What follows belongs to an exercise in optimizing a design on an open flow for small area, a short achievable clock period and few clock cycles per item; a production flow would make more cautious choices.
RTL that was checked went through simulation tests only; none was proved equivalent to the original.
Power figures rest on the tool's default switching activity, not on a simulated workload.

==> run a: inputs <==
Design axil_fetch, start of the top module:
module axil_fetch #(
	parameter int K = 3
) (
	input  logic S_AXI_ACLK,
	input  logic fifo_reset,
	input  logic i_new_pc,
	input  fetch_pkg::addr_t i_pc,
	input  logic i_ready,
	output fetch_pkg::insn_t o_insn,
	output fetch_pkg::addr_t o_pc,
	output logic o_valid,
	output logic o_illegal,
	output logic M_AXI_ARVALID,
	input  logic M_AXI_ARREADY,
	output fetch_pkg::addr_t M_AXI_ARADDR,
	input  logic M_AXI_RVALID,
	output logic M_AXI_RREADY,
	input  fetch_pkg::bus_word_t M_AXI_RDATA,
	input  logic [1:0] M_AXI_RRESP
);
Settings: LEC_CHECK=0, CAP_MARGIN=20, CORE_MARGIN=2, CORE_UTILIZATION=40, GPL_TIMING_DRIVEN=1, SETUP_SLACK_MARGIN=2.0, SLEW_MARGIN=20; clock period 4.0 ns.
standard.sh (not shown) runs the stock make flow with config.mk's settings and CLKGATE_MAP_FILE= SYNTH_SCRIPT=/design/flow/synth_recipe.tcl, a recipe that flattens the netlist after the stock synthesis.
==> flow/flow/run.sh <==
#!/bin/bash
set -euo pipefail
bash standard.sh "BUFFER_PORTS_ARGS=-buffer_cell sky130_fd_sc_hd__buf_1" \
	"CTS_ARGS=-sink_clustering_enable -repair_clock_nets -dont_use_dummy_load -sink_clustering_size 30 -sink_clustering_max_diameter 60" \
	finish > standard_flow.log 2>&1
==> run b (differences from run a) <==
--- a/flow/design.v
+++ b/flow/design.v
@@ -54,50 +54,46 @@
 	logic [63:0] buf_data [K];
 	logic buf_err [K];
 	logic [K-1:0] wr_oh, rd_oh, wr_oh_n, rd_oh_n;
 	logic [CW-1:0] fcount, fcount_n;
 	logic [K-1:0] wsel;
 	logic acc, acc_live, acc_stale, ar_held;
 	logic keep, fempty, nl, can_take;
 	logic take, load, avail, free, pop, push;
-	logic o_valid_n, o_illegal_n, spec_n;
-	logic room_n, full_n, choke_n;
+	logic o_valid_n, o_illegal_n, pc2_n, spec_n;
+	logic [63:0] src;
 	logic src_err;
 	logic [31:0] lane;
 	assign M_AXI_RREADY = 1'b1;
 	assign M_AXI_ARADDR = { rq_addr, 3'b000 };
 	assign fempty = (fcount == 0);
 	assign nl = o_pc[2] ^ o_valid;
 	assign can_take = o_valid && !o_illegal;
 	assign take = can_take && i_ready;
 	assign load = !o_valid || take;
 	assign keep = M_AXI_RVALID && drop_zero;
 	assign avail = !fempty || keep;
 	assign free = load && avail && nl;
 	assign pop = load && nl && !fempty;
 	assign push = keep && !(fempty && load && nl);
 	always_comb
 	begin
-		lane = '0;
+		src = fempty ? M_AXI_RDATA : '0;
 		src_err = fempty && M_AXI_RRESP[1];
-		if (fempty && !nl)
-			lane = lane | M_AXI_RDATA[31:0];
-		if (fempty && nl)
-			lane = lane | M_AXI_RDATA[63:32];
 		for (int i = 0; i < K; i++)
 		begin
-			if (!fempty && rd_oh[i] && !nl)
-				lane = lane | buf_data[i][31:0];
-			if (!fempty && rd_oh[i] && nl)
-				lane = lane | buf_data[i][63:32];
 			if (!fempty && rd_oh[i])
+			begin
+				src = src | buf_data[i];
 				src_err = src_err | buf_err[i];
-		end
-	end
+			end
+		end
+	end
+	assign lane = nl ? src[63:32] : src[31:0];
 	assign M_AXI_ARVALID = arv_ok || (arv_spec && i_ready);
 	assign acc = M_AXI_ARVALID && M_AXI_ARREADY;
 	assign acc_stale = acc && (stale_hold || i_new_pc);
 	assign acc_live = acc && !acc_stale;
 	assign ar_held = M_AXI_ARVALID && !M_AXI_ARREADY;
 	always_ff @(posedge S_AXI_ACLK)
 	begin
 		if (i_new_pc && !ar_held)
@@ -161,62 +157,25 @@
 			fcount_n = '0;
 			wr_oh_n = K'(1);
 			rd_oh_n = K'(1);
 		end
 		if (i_new_pc)
 		begin
 			o_valid_n = 1'b0;
 			o_illegal_n = 1'b0;
+			pc2_n = i_pc[2];
 		end
 		else
 		begin
 			o_valid_n = load ? avail : o_valid;
 			o_illegal_n = load ? (avail && src_err) : o_illegal;
-		end
-		spec_n = !i_new_pc && (!fempty || keep)
-			&& (load ? (!nl && !src_err) : (!o_illegal && nl));
-		if (i_new_pc)
-		begin
-			room_n = 1'b1;
-			full_n = 1'b0;
-		end
-		else if (acc_live && !free)
-		begin
-			room_n = (used < CW'(K - 1));
-			full_n = (used == CW'(K - 1));
-		end
-		else if (free && !acc_live)
-		begin
-			room_n = 1'b1;
-			full_n = 1'b0;
-		end
-		else
-		begin
-			room_n = (used < CW'(K));
-			full_n = (used == CW'(K));
-		end
-		if (i_new_pc)
-		begin
-			if (acc && !M_AXI_RVALID)
-				choke_n = inflight_up[3];
-			else if (!acc && M_AXI_RVALID)
-				choke_n = inflight_dn[3];
-			else
-				choke_n = inflight[3];
-		end
-		else
-		begin
-			if (acc_stale && !rv_stale)
-				choke_n = drop_up[3];
-			else if (!acc_stale && rv_stale)
-				choke_n = drop_dn[3];
-			else
-				choke_n = drop[3];
-		end
+			pc2_n = o_pc[2] ^ take;
+		end
+		spec_n = o_valid_n && !o_illegal_n && !pc2_n && (fcount_n != 0);
 	end
 	always_ff @(posedge S_AXI_ACLK)
 	begin
 		if (fifo_reset)
 		begin
 			inflight <= '0;
 			drop <= '0;
 			drop_zero <= 1'b1;
@@ -239,19 +198,20 @@
 			drop_zero <= drop_zero_n;
 			used <= used_n;
 			if (i_new_pc)
 				active <= 1'b1;
 			if (i_new_pc)
 				stale_hold <= ar_held;
 			else if (acc)
 				stale_hold <= 1'b0;
-			arv_ok <= ar_held || ((active || i_new_pc) && !choke_n && room_n);
-			arv_spec <= !ar_held && (active || i_new_pc) && !choke_n && full_n
-				&& spec_n;
+			arv_ok <= ar_held || ((active || i_new_pc) && !drop_n[3]
+				&& (used_n < CW'(K)));
+			arv_spec <= !ar_held && (active || i_new_pc) && !drop_n[3]
+				&& (used_n == CW'(K)) && spec_n;
 			wr_oh <= wr_oh_n;
 			rd_oh <= rd_oh_n;
 			fcount <= fcount_n;
 			wsel <= drop_zero_n ? wr_oh_n : '0;
 			o_valid <= o_valid_n;
 			o_illegal <= o_illegal_n;
 		end
 	end
==> flow/run.sh (new file) <==
#!/bin/bash
# synth_recipe.tcl (not shown) runs the flow's synth.tcl, then flattens the netlist and writes it again
# the make line also repeats each setting of config.mk as NAME=value (left out here)
make -C /OpenROAD-flow-scripts/flow DESIGN_CONFIG=/design/flow/config.mk WORK_HOME=/design/flow/orfs CLKGATE_MAP_FILE= SYNTH_SCRIPT=/design/flow/synth_recipe.tcl finish
Settings changed: GPL_TIMING_DRIVEN 1 to default, SETUP_SLACK_MARGIN 2.0 to 2.3.
removed: flow/flow/run.sh
removed: flow/standard.sh
==> notes.md <==
Run b finished clean. Run a ran to the end with no violations. In run a the sequential share of layout area is higher than in run b, by 9.1 points. Between run b and run a, the lower non-clock buffer count is in run a (gap 129). Against run a, the combinational power of run b is larger by about 50%. Core utilization: run a is lower than run b (12 points). Between run a and run b, the lower register-to-register slack is in run b (gap 0.09 ns).
Testbench counts of run a, summed over its fixed seeds: cycles 70,312, insns 52,201.
Testbench counts of run b, summed over its fixed seeds: cycles 70,312, insns 52,201.

========
==> v2 <==
==> flow/design.v <==
`default_nettype none
package fetch_pkg;
	localparam int ADDR_WIDTH = 32;
	localparam int BUS_WIDTH = 64;
	localparam int INSN_WIDTH = 32;
	localparam int INSNS_PER_WORD = BUS_WIDTH / INSN_WIDTH;
	localparam int WORD_LSB = 3;
	localparam int FETCH_LIMIT = 8;
	localparam int LGFIFO = 3;
	localparam int LGDEPTH = LGFIFO + 4;
	typedef logic [ADDR_WIDTH-1:0] addr_t;
	typedef logic [BUS_WIDTH-1:0] bus_word_t;
	typedef logic [INSN_WIDTH-1:0] insn_t;
	typedef logic [LGDEPTH:0] depth_t;
	typedef logic [LGDEPTH-1:0] fill_t;
	typedef enum logic [1:0] {
		RESP_OKAY   = 2'b00,
		RESP_EXOKAY = 2'b01,
		RESP_SLVERR = 2'b10,
		RESP_DECERR = 2'b11
	} axi_resp_e;
endpackage
`default_nettype wire
`default_nettype none
module axil_fetch #(
	parameter int K = 3
) (
	input  logic S_AXI_ACLK,
	input  logic fifo_reset,
	input  logic i_new_pc,
	input  fetch_pkg::addr_t i_pc,
	input  logic i_ready,
	output fetch_pkg::insn_t o_insn,
	output fetch_pkg::addr_t o_pc,
	output logic o_valid,
	output logic o_illegal,
	output logic M_AXI_ARVALID,
	input  logic M_AXI_ARREADY,
	output fetch_pkg::addr_t M_AXI_ARADDR,
	input  logic M_AXI_RVALID,
	output logic M_AXI_RREADY,
	input  fetch_pkg::bus_word_t M_AXI_RDATA,
	input  logic [1:0] M_AXI_RRESP
);
	localparam int CW = $clog2(K + 1);
	logic active;
	logic [31:3] rq_addr;
	logic stale_hold;
	logic arv_ok, arv_spec;
	logic [3:0] inflight, inflight_n;
	logic [3:0] drop, drop_n;
	logic drop_zero, drop_zero_n;
	logic [CW-1:0] used, used_n;
	logic [63:0] buf_data [K];
	logic buf_err [K];
	logic [K-1:0] wr_oh, rd_oh, wr_oh_n, rd_oh_n;
	logic [CW-1:0] fcount, fcount_n;
	logic [K-1:0] wsel;
	logic acc, acc_live, acc_stale, ar_held;
	logic keep, fempty, nl, can_take;
	logic take, load, avail, free, pop, push;
	logic o_valid_n, o_illegal_n, spec_n;
	logic room_n, full_n, choke_n;
	logic src_err;
	logic [31:0] lane;
	assign M_AXI_RREADY = 1'b1;
	assign M_AXI_ARADDR = { rq_addr, 3'b000 };
	assign fempty = (fcount == 0);
	assign nl = o_pc[2] ^ o_valid;
	assign can_take = o_valid && !o_illegal;
	assign take = can_take && i_ready;
	assign load = !o_valid || take;
	assign keep = M_AXI_RVALID && drop_zero;
	assign avail = !fempty || keep;
	assign free = load && avail && nl;
	assign pop = load && nl && !fempty;
	assign push = keep && !(fempty && load && nl);
	always_comb
	begin
		lane = '0;
		src_err = fempty && M_AXI_RRESP[1];
		if (fempty && !nl)
			lane = lane | M_AXI_RDATA[31:0];
		if (fempty && nl)
			lane = lane | M_AXI_RDATA[63:32];
		for (int i = 0; i < K; i++)
		begin
			if (!fempty && rd_oh[i] && !nl)
				lane = lane | buf_data[i][31:0];
			if (!fempty && rd_oh[i] && nl)
				lane = lane | buf_data[i][63:32];
			if (!fempty && rd_oh[i])
				src_err = src_err | buf_err[i];
		end
	end
	assign M_AXI_ARVALID = arv_ok || (arv_spec && i_ready);
	assign acc = M_AXI_ARVALID && M_AXI_ARREADY;
	assign acc_stale = acc && (stale_hold || i_new_pc);
	assign acc_live = acc && !acc_stale;
	assign ar_held = M_AXI_ARVALID && !M_AXI_ARREADY;
	always_ff @(posedge S_AXI_ACLK)
	begin
		if (i_new_pc && !ar_held)
			rq_addr <= i_pc[31:3];
		else if (acc)
			rq_addr <= stale_hold ? o_pc[31:3] : rq_addr + 1'b1;
	end
	logic [3:0] inflight_up, inflight_dn, drop_up, drop_dn;
	logic [CW-1:0] used_up, used_dn, fcount_up, fcount_dn;
	logic [K-1:0] wr_rot, rd_rot;
	logic rv_stale;
	assign inflight_up = inflight + 1'b1;
	assign inflight_dn = inflight - 1'b1;
	assign drop_up = drop + 1'b1;
	assign drop_dn = drop - 1'b1;
	assign used_up = used + 1'b1;
	assign used_dn = used - 1'b1;
	assign fcount_up = fcount + 1'b1;
	assign fcount_dn = fcount - 1'b1;
	assign wr_rot = { wr_oh[K-2:0], wr_oh[K-1] };
	assign rd_rot = { rd_oh[K-2:0], rd_oh[K-1] };
	assign rv_stale = M_AXI_RVALID && !drop_zero;
	always_comb
	begin
		case ({ acc, M_AXI_RVALID })
		2'b10: inflight_n = inflight_up;
		2'b01: inflight_n = inflight_dn;
		default: inflight_n = inflight;
		endcase
		if (i_new_pc)
		begin
			drop_n = inflight_n;
			drop_zero_n = (inflight == 0 && acc == M_AXI_RVALID)
				|| (inflight == 1 && !acc && M_AXI_RVALID);
		end
		else
		begin
			case ({ acc_stale, rv_stale })
			2'b10: drop_n = drop_up;
			2'b01: drop_n = drop_dn;
			default: drop_n = drop;
			endcase
			drop_zero_n = !acc_stale && (drop_zero || (drop == 1 && M_AXI_RVALID));
		end
		case ({ acc_live, free })
		2'b10: used_n = used_up;
		2'b01: used_n = used_dn;
		default: used_n = used;
		endcase
		if (i_new_pc)
			used_n = '0;
		case ({ push, pop })
		2'b10: fcount_n = fcount_up;
		2'b01: fcount_n = fcount_dn;
		default: fcount_n = fcount;
		endcase
		wr_oh_n = push ? wr_rot : wr_oh;
		rd_oh_n = pop ? rd_rot : rd_oh;
		if (i_new_pc)
		begin
			fcount_n = '0;
			wr_oh_n = K'(1);
			rd_oh_n = K'(1);
		end
		if (i_new_pc)
		begin
			o_valid_n = 1'b0;
			o_illegal_n = 1'b0;
		end
		else
		begin
			o_valid_n = load ? avail : o_valid;
			o_illegal_n = load ? (avail && src_err) : o_illegal;
		end
		spec_n = !i_new_pc && (!fempty || keep)
			&& (load ? (!nl && !src_err) : (!o_illegal && nl));
		if (i_new_pc)
		begin
			room_n = 1'b1;
			full_n = 1'b0;
		end
		else if (acc_live && !free)
		begin
			room_n = (used < CW'(K - 1));
			full_n = (used == CW'(K - 1));
		end
		else if (free && !acc_live)
		begin
			room_n = 1'b1;
			full_n = 1'b0;
		end
		else
		begin
			room_n = (used < CW'(K));
			full_n = (used == CW'(K));
		end
		if (i_new_pc)
		begin
			if (acc && !M_AXI_RVALID)
				choke_n = inflight_up[3];
			else if (!acc && M_AXI_RVALID)
				choke_n = inflight_dn[3];
			else
				choke_n = inflight[3];
		end
		else
		begin
			if (acc_stale && !rv_stale)
				choke_n = drop_up[3];
			else if (!acc_stale && rv_stale)
				choke_n = drop_dn[3];
			else
				choke_n = drop[3];
		end
	end
	always_ff @(posedge S_AXI_ACLK)
	begin
		if (fifo_reset)
		begin
			inflight <= '0;
			drop <= '0;
			drop_zero <= 1'b1;
			used <= '0;
			active <= 1'b0;
			stale_hold <= 1'b0;
			arv_ok <= 1'b0;
			arv_spec <= 1'b0;
			wr_oh <= K'(1);
			rd_oh <= K'(1);
			fcount <= '0;
			wsel <= K'(1);
			o_valid <= 1'b0;
			o_illegal <= 1'b0;
		end
		else
		begin
			inflight <= inflight_n;
			drop <= drop_n;
			drop_zero <= drop_zero_n;
			used <= used_n;
			if (i_new_pc)
				active <= 1'b1;
			if (i_new_pc)
				stale_hold <= ar_held;
			else if (acc)
				stale_hold <= 1'b0;
			arv_ok <= ar_held || ((active || i_new_pc) && !choke_n && room_n);
			arv_spec <= !ar_held && (active || i_new_pc) && !choke_n && full_n
				&& spec_n;
			wr_oh <= wr_oh_n;
			rd_oh <= rd_oh_n;
			fcount <= fcount_n;
			wsel <= drop_zero_n ? wr_oh_n : '0;
			o_valid <= o_valid_n;
			o_illegal <= o_illegal_n;
		end
	end
	always_ff @(posedge S_AXI_ACLK)
	begin
		for (int i = 0; i < K; i++)
		begin
			if (M_AXI_RVALID && wsel[i])
			begin
				buf_data[i] <= M_AXI_RDATA;
				buf_err[i] <= M_AXI_RRESP[1];
			end
		end
	end
	always_ff @(posedge S_AXI_ACLK)
	begin
		if (load)
			o_insn <= { lane[7:0], lane[15:8], lane[23:16], lane[31:24] };
	end
	always_ff @(posedge S_AXI_ACLK)
	begin
		if (i_new_pc)
			o_pc <= i_pc;
		else if (take)
			o_pc <= { o_pc[31:2] + 1'b1, 2'b00 };
	end
endmodule
`default_nettype wire
==> flow/flow/run.sh <==
#!/bin/bash
set -euo pipefail
bash standard.sh "BUFFER_PORTS_ARGS=-buffer_cell sky130_fd_sc_hd__buf_1" \
	"CTS_ARGS=-sink_clustering_enable -repair_clock_nets -dont_use_dummy_load -sink_clustering_size 36 -sink_clustering_max_diameter 45" \
	finish > standard_flow.log 2>&1
==> flow/standard.sh <==
#!/bin/bash
# synth_recipe.tcl (not shown) runs the flow's synth.tcl, then flattens the netlist and writes it again
# the make line also repeats each setting of config.mk as NAME=value (left out here)
make -C /OpenROAD-flow-scripts/flow DESIGN_CONFIG=/design/flow/config.mk WORK_HOME=/design/flow/orfs CLKGATE_MAP_FILE= SYNTH_SCRIPT=/design/flow/synth_recipe.tcl "${@:-finish}"
==> flow/config.mk <==
export PLATFORM = sky130hd
export DESIGN_NAME = axil_fetch
export DESIGN_NICKNAME = axil_fetch
export VERILOG_FILES = /design/flow/design.v
export SDC_FILE = /design/flow/constraint.sdc
export NUM_CORES = 4
export LEC_CHECK = 0
export CAP_MARGIN = 20
export CORE_MARGIN = 2
export CORE_UTILIZATION = 40
export SETUP_SLACK_MARGIN = 2.0
export SLEW_MARGIN = 20
==> flow/constraint.sdc <==
create_clock -name core_clock -period 4.0 [get_ports {S_AXI_ACLK}]
set_input_delay 0.8000 -clock core_clock [delete_from_list [all_inputs] [get_ports {S_AXI_ACLK}]]
set_output_delay 0.8000 -clock core_clock [all_outputs]
set_load 0.01 [all_outputs]
==> inputs of v10, as changes to v2 <==
==> flow/flow/run.sh (replaced) <==
#!/bin/bash
set -euo pipefail
bash standard.sh "BUFFER_PORTS_ARGS=-buffer_cell sky130_fd_sc_hd__buf_1" \
	"CTS_ARGS=-sink_clustering_enable -repair_clock_nets -dont_use_dummy_load -sink_clustering_size 30 -sink_clustering_max_diameter 60" \
	finish > standard_flow.log 2>&1
ABC_AREA = 1   (was unset)
==> inputs of v35, as changes to v2 <==
==> flow/design.v (replaced) <==
`default_nettype none
package fetch_pkg;
	localparam int ADDR_WIDTH = 32;
	localparam int BUS_WIDTH = 64;
	localparam int INSN_WIDTH = 32;
	localparam int INSNS_PER_WORD = BUS_WIDTH / INSN_WIDTH;
	localparam int WORD_LSB = 3;
	localparam int FETCH_LIMIT = 8;
	localparam int LGFIFO = 3;
	localparam int LGDEPTH = LGFIFO + 4;
	typedef logic [ADDR_WIDTH-1:0] addr_t;
	typedef logic [BUS_WIDTH-1:0] bus_word_t;
	typedef logic [INSN_WIDTH-1:0] insn_t;
	typedef logic [LGDEPTH:0] depth_t;
	typedef logic [LGDEPTH-1:0] fill_t;
	typedef enum logic [1:0] {
		RESP_OKAY   = 2'b00,
		RESP_EXOKAY = 2'b01,
		RESP_SLVERR = 2'b10,
		RESP_DECERR = 2'b11
	} axi_resp_e;
endpackage
`default_nettype wire
`default_nettype none
module axil_fetch #(
	parameter int K = 3
) (
	input  logic S_AXI_ACLK,
	input  logic fifo_reset,
	input  logic i_new_pc,
	input  fetch_pkg::addr_t i_pc,
	input  logic i_ready,
	output fetch_pkg::insn_t o_insn,
	output fetch_pkg::addr_t o_pc,
	output logic o_valid,
	output logic o_illegal,
	output logic M_AXI_ARVALID,
	input  logic M_AXI_ARREADY,
	output fetch_pkg::addr_t M_AXI_ARADDR,
	input  logic M_AXI_RVALID,
	output logic M_AXI_RREADY,
	input  fetch_pkg::bus_word_t M_AXI_RDATA,
	input  logic [1:0] M_AXI_RRESP
);
	localparam int PW = (K > 1) ? $clog2(K) : 1;
	localparam int CW = $clog2(K + 1);
	logic active;
	logic [31:3] rq_addr;
	logic stale_hold;
	logic arv_ok, arv_spec;
	logic [3:0] inflight, inflight_n;
	logic [3:0] drop, drop_n;
	logic drop_zero;
	logic [CW-1:0] used, used_n;
	logic [63:0] buf_data [K];
	logic buf_err [K];
	logic [PW-1:0] wr_ptr, rd_ptr, wr_ptr_n, rd_ptr_n;
	logic [CW-1:0] fcount, fcount_n;
	logic [K-1:0] wsel;
	logic acc, acc_live, ar_held;
	logic keep, fempty, nl;
	logic take, load, avail, free, pop, push;
	logic o_valid_n, o_illegal_n, pc2_n, spec_n;
	logic [63:0] src;
	logic src_err;
	logic [31:0] lane;
	assign M_AXI_RREADY = 1'b1;
	assign M_AXI_ARADDR = { rq_addr, 3'b000 };
	assign fempty = (fcount == 0);
	assign nl = o_pc[2] ^ o_valid;
	assign take = o_valid && i_ready && !o_illegal;
	assign load = !o_valid || take;
	assign keep = M_AXI_RVALID && drop_zero;
	assign avail = !fempty || keep;
	assign free = load && avail && nl;
	assign pop = free && !fempty;
	assign push = keep && !(fempty && load && nl);
	always_comb
	begin
		if (fempty)
		begin
			src = M_AXI_RDATA;
			src_err = M_AXI_RRESP[1];
		end
		else
		begin
			src = buf_data[rd_ptr];
			src_err = buf_err[rd_ptr];
		end
	end
	assign lane = nl ? src[63:32] : src[31:0];
	assign M_AXI_ARVALID = arv_ok || (arv_spec && i_ready);
	assign acc = M_AXI_ARVALID && M_AXI_ARREADY;
	assign acc_live = acc && !stale_hold && !i_new_pc;
	assign ar_held = M_AXI_ARVALID && !M_AXI_ARREADY;
	always_ff @(posedge S_AXI_ACLK)
	begin
		if (i_new_pc && !ar_held)
			rq_addr <= i_pc[31:3];
		else if (acc)
			rq_addr <= stale_hold ? o_pc[31:3] : rq_addr + 1'b1;
	end
	always_comb
	begin
		inflight_n = inflight + 4'(acc) - 4'(M_AXI_RVALID);
		if (i_new_pc)
		begin
			drop_n = inflight_n;
			used_n = '0;
		end
		else
		begin
			drop_n = drop + 4'(acc && stale_hold) - 4'(M_AXI_RVALID && !drop_zero);
			used_n = used + CW'(acc_live) - CW'(free);
		end
		wr_ptr_n = wr_ptr;
		rd_ptr_n = rd_ptr;
		fcount_n = fcount + CW'(push) - CW'(pop);
		if (push)
			wr_ptr_n = (wr_ptr == PW'(K - 1)) ? '0 : wr_ptr + 1'b1;
		if (pop)
			rd_ptr_n = (rd_ptr == PW'(K - 1)) ? '0 : rd_ptr + 1'b1;
		if (i_new_pc)
		begin
			wr_ptr_n = '0;
			rd_ptr_n = '0;
			fcount_n = '0;
		end
		if (i_new_pc)
		begin
			o_valid_n = 1'b0;
			o_illegal_n = 1'b0;
			pc2_n = i_pc[2];
		end
		else
		begin
			o_valid_n = load ? avail : o_valid;
			o_illegal_n = load ? (avail && src_err) : o_illegal;
			pc2_n = o_pc[2] ^ take;
		end
		spec_n = o_valid_n && !o_illegal_n && !pc2_n && (fcount_n != 0);
	end
	always_ff @(posedge S_AXI_ACLK)
	begin
		if (fifo_reset)
		begin
			inflight <= '0;
			drop <= '0;
			drop_zero <= 1'b1;
			used <= '0;
			active <= 1'b0;
			stale_hold <= 1'b0;
			arv_ok <= 1'b0;
			arv_spec <= 1'b0;
			wr_ptr <= '0;
			rd_ptr <= '0;
			fcount <= '0;
			wsel <= K'(1);
			o_valid <= 1'b0;
			o_illegal <= 1'b0;
		end
		else
		begin
			inflight <= inflight_n;
			drop <= drop_n;
			drop_zero <= (drop_n == 0);
			used <= used_n;
			if (i_new_pc)
				active <= 1'b1;
			if (i_new_pc)
				stale_hold <= ar_held;
			else if (acc)
				stale_hold <= 1'b0;
			arv_ok <= ar_held || ((active || i_new_pc) && !drop_n[3]
				&& (used_n < CW'(K)));
			arv_spec <= !ar_held && (active || i_new_pc) && !drop_n[3]
				&& (used_n == CW'(K)) && spec_n;
			wr_ptr <= wr_ptr_n;
			rd_ptr <= rd_ptr_n;
			fcount <= fcount_n;
			for (int i = 0; i < K; i++)
				wsel[i] <= (wr_ptr_n == PW'(i)) && (drop_n == 0);
			o_valid <= o_valid_n;
			o_illegal <= o_illegal_n;
		end
	end
	always_ff @(posedge S_AXI_ACLK)
	begin
		for (int i = 0; i < K; i++)
		begin
			if (M_AXI_RVALID && wsel[i])
			begin
				buf_data[i] <= M_AXI_RDATA;
				buf_err[i] <= M_AXI_RRESP[1];
			end
		end
	end
	always_ff @(posedge S_AXI_ACLK)
	begin
		if (load)
			o_insn <= { lane[7:0], lane[15:8], lane[23:16], lane[31:24] };
	end
	always_ff @(posedge S_AXI_ACLK)
	begin
		if (i_new_pc)
			o_pc <= i_pc;
		else if (take)
			o_pc <= { o_pc[31:2] + 1'b1, 2'b00 };
	end
endmodule
`default_nettype wire
==> flow/run.sh (new file) <==
#!/bin/bash
# synth_recipe.tcl (not shown) runs the flow's synth.tcl, then flattens the netlist and writes it again
# the make line also repeats each setting of config.mk as NAME=value (left out here)
make -C /OpenROAD-flow-scripts/flow DESIGN_CONFIG=/design/flow/config.mk WORK_HOME=/design/flow/orfs CLKGATE_MAP_FILE= SYNTH_SCRIPT=/design/flow/synth_recipe.tcl finish
SETUP_SLACK_MARGIN = 1.8   (was 2.0)
removed: flow/flow/run.sh
removed: flow/standard.sh
==> flow_summary_export.csv <==
group,metric,value,unit
placed_design,place_area,0.0161,mm2
worst_setup_path,worst_path_required,3200,ps
cts,cts_num_sinks,316,
yosys,synthSimpleGateAreaFrac,0.188,
pwr,power.leakage,6.59,nW
worst_setup_path,end_of_the_worst_register_to_register_path,"arv_spec",
worst_setup_path,timing.critical_path.to_type,"output pin",
detailed_routing,wire_length_the_detailed_router_placed_on_met1,17400,um
layout,area.sequential,0.00921,mm2
worst_setup_path,cp_num_buf_inv,2,
die,placement_rows,70,
worst_setup_path,worstRegToRegCells,13,
outcome,outcome,"no timing/DRC/antenna violations",
yosys,complex_gate_fraction_of_the_synthesized_area,0.102,
Source of the figures above: v10

==> flow_summary_export.csv <==
group,metric,value,unit
worst_setup_path,worst_path_required,3200,ps
pwr,power.leakage,6.04,nW
worst_setup_path,end_of_the_worst_register_to_register_path,"o_insn[28]",
die,placement_rows,69,
detailed_routing,wire_length_the_detailed_router_placed_on_met1,15800,um
cts,cts_num_sinks,316,
placed_design,place_area,0.0156,mm2
layout,largest_register_ffs,192,
worst_setup_path,worstRegToRegCells,6,
layout,num_antenna_cells,1,
worst_setup_path,cp_num_buf_inv,3,
outcome,outcome,"no timing/DRC/antenna violations",
yosys,synthSimpleGateAreaFrac,0.119,
yosys,complex_gate_fraction_of_the_synthesized_area,0.127,
worst_setup_path,timing.critical_path.to_type,"output pin",
layout,area.sequential,0.00922,mm2
Source of the figures above: v2

==> flow_summary_export.csv <==
group,metric,value,unit
worst_setup_path,worst_path_required,4380,ps
worst_setup_path,timing.critical_path.to_type,"flop",
yosys,synthSimpleGateAreaFrac,0.109,
placed_design,place_area,0.0168,mm2
yosys,complex_gate_fraction_of_the_synthesized_area,0.0997,
worst_setup_path,cp_num_buf_inv,2,
die,placement_rows,68,
worst_setup_path,end_of_the_worst_register_to_register_path,"arv_ok",
detailed_routing,wire_length_the_detailed_router_placed_on_met1,16800,um
outcome,outcome,"no timing/DRC/antenna violations",
pwr,power.leakage,6.69,nW
layout,area.sequential,0.00918,mm2
worst_setup_path,worstRegToRegCells,12,
Source of the figures above: v35

Testbench counts of v2, summed over its fixed seeds: cycles 70,312, insns 52,201.
Testbench counts of v10, summed over its fixed seeds: cycles 70,312, insns 52,201.
Function not checked in v35: the RTL went through the layout flow alone.

## port drivers added, routing unchanged
How much do the figures lean on ideal ports? The routed layouts below were timed once more, with nothing changed but the port constraints.
Step 1: set_driving_cell puts a clkbuf_16 on S_AXI_ACLK and a buf_2 on each other input, an assumption about the parent block.
Step 2 moves the port delays by t, midway between the first and last clock arrival at a register: inputs arrive t later, outputs are due t later. That takes back most of the time a late clock gives input paths.
Three values: ideal, step 1, step 2; two values: the first two.
| run | t (ns) | setup slack, ns | worst setup path at the end | latest minus earliest clock arrival (ns) | worst register clock-pin slew, ns |
|---|---|---|---|---|---|
| run a | 0.584 | 1.927 / 1.875 / 1.429 | input to register | 0.058 / 0.057 | 0.09 / 0.09 |
| run b | 0.581 | 1.870 / 1.834 / 1.252 | input to register | 0.023 / 0.023 | 0.06 / 0.06 |
| v2 | 0.561 | 1.942 / 1.887 / 1.440 | input to register | 0.067 / 0.068 | 0.07 / 0.07 |
| v10 | 0.597 | 1.977 / 1.927 / 1.474 | input to register | 0.103 / 0.102 | 0.11 / 0.11 |
| v35 | 0.564 | 1.596 / 1.596 / 1.070 | input to register | 0.023 / 0.023 | 0.06 / 0.06 |
After both steps setup and hold are still met in every run listed. For run b, which loses most, drivers alone change the setup slack by -0.036 ns; drivers and shift together by -0.618 ns.
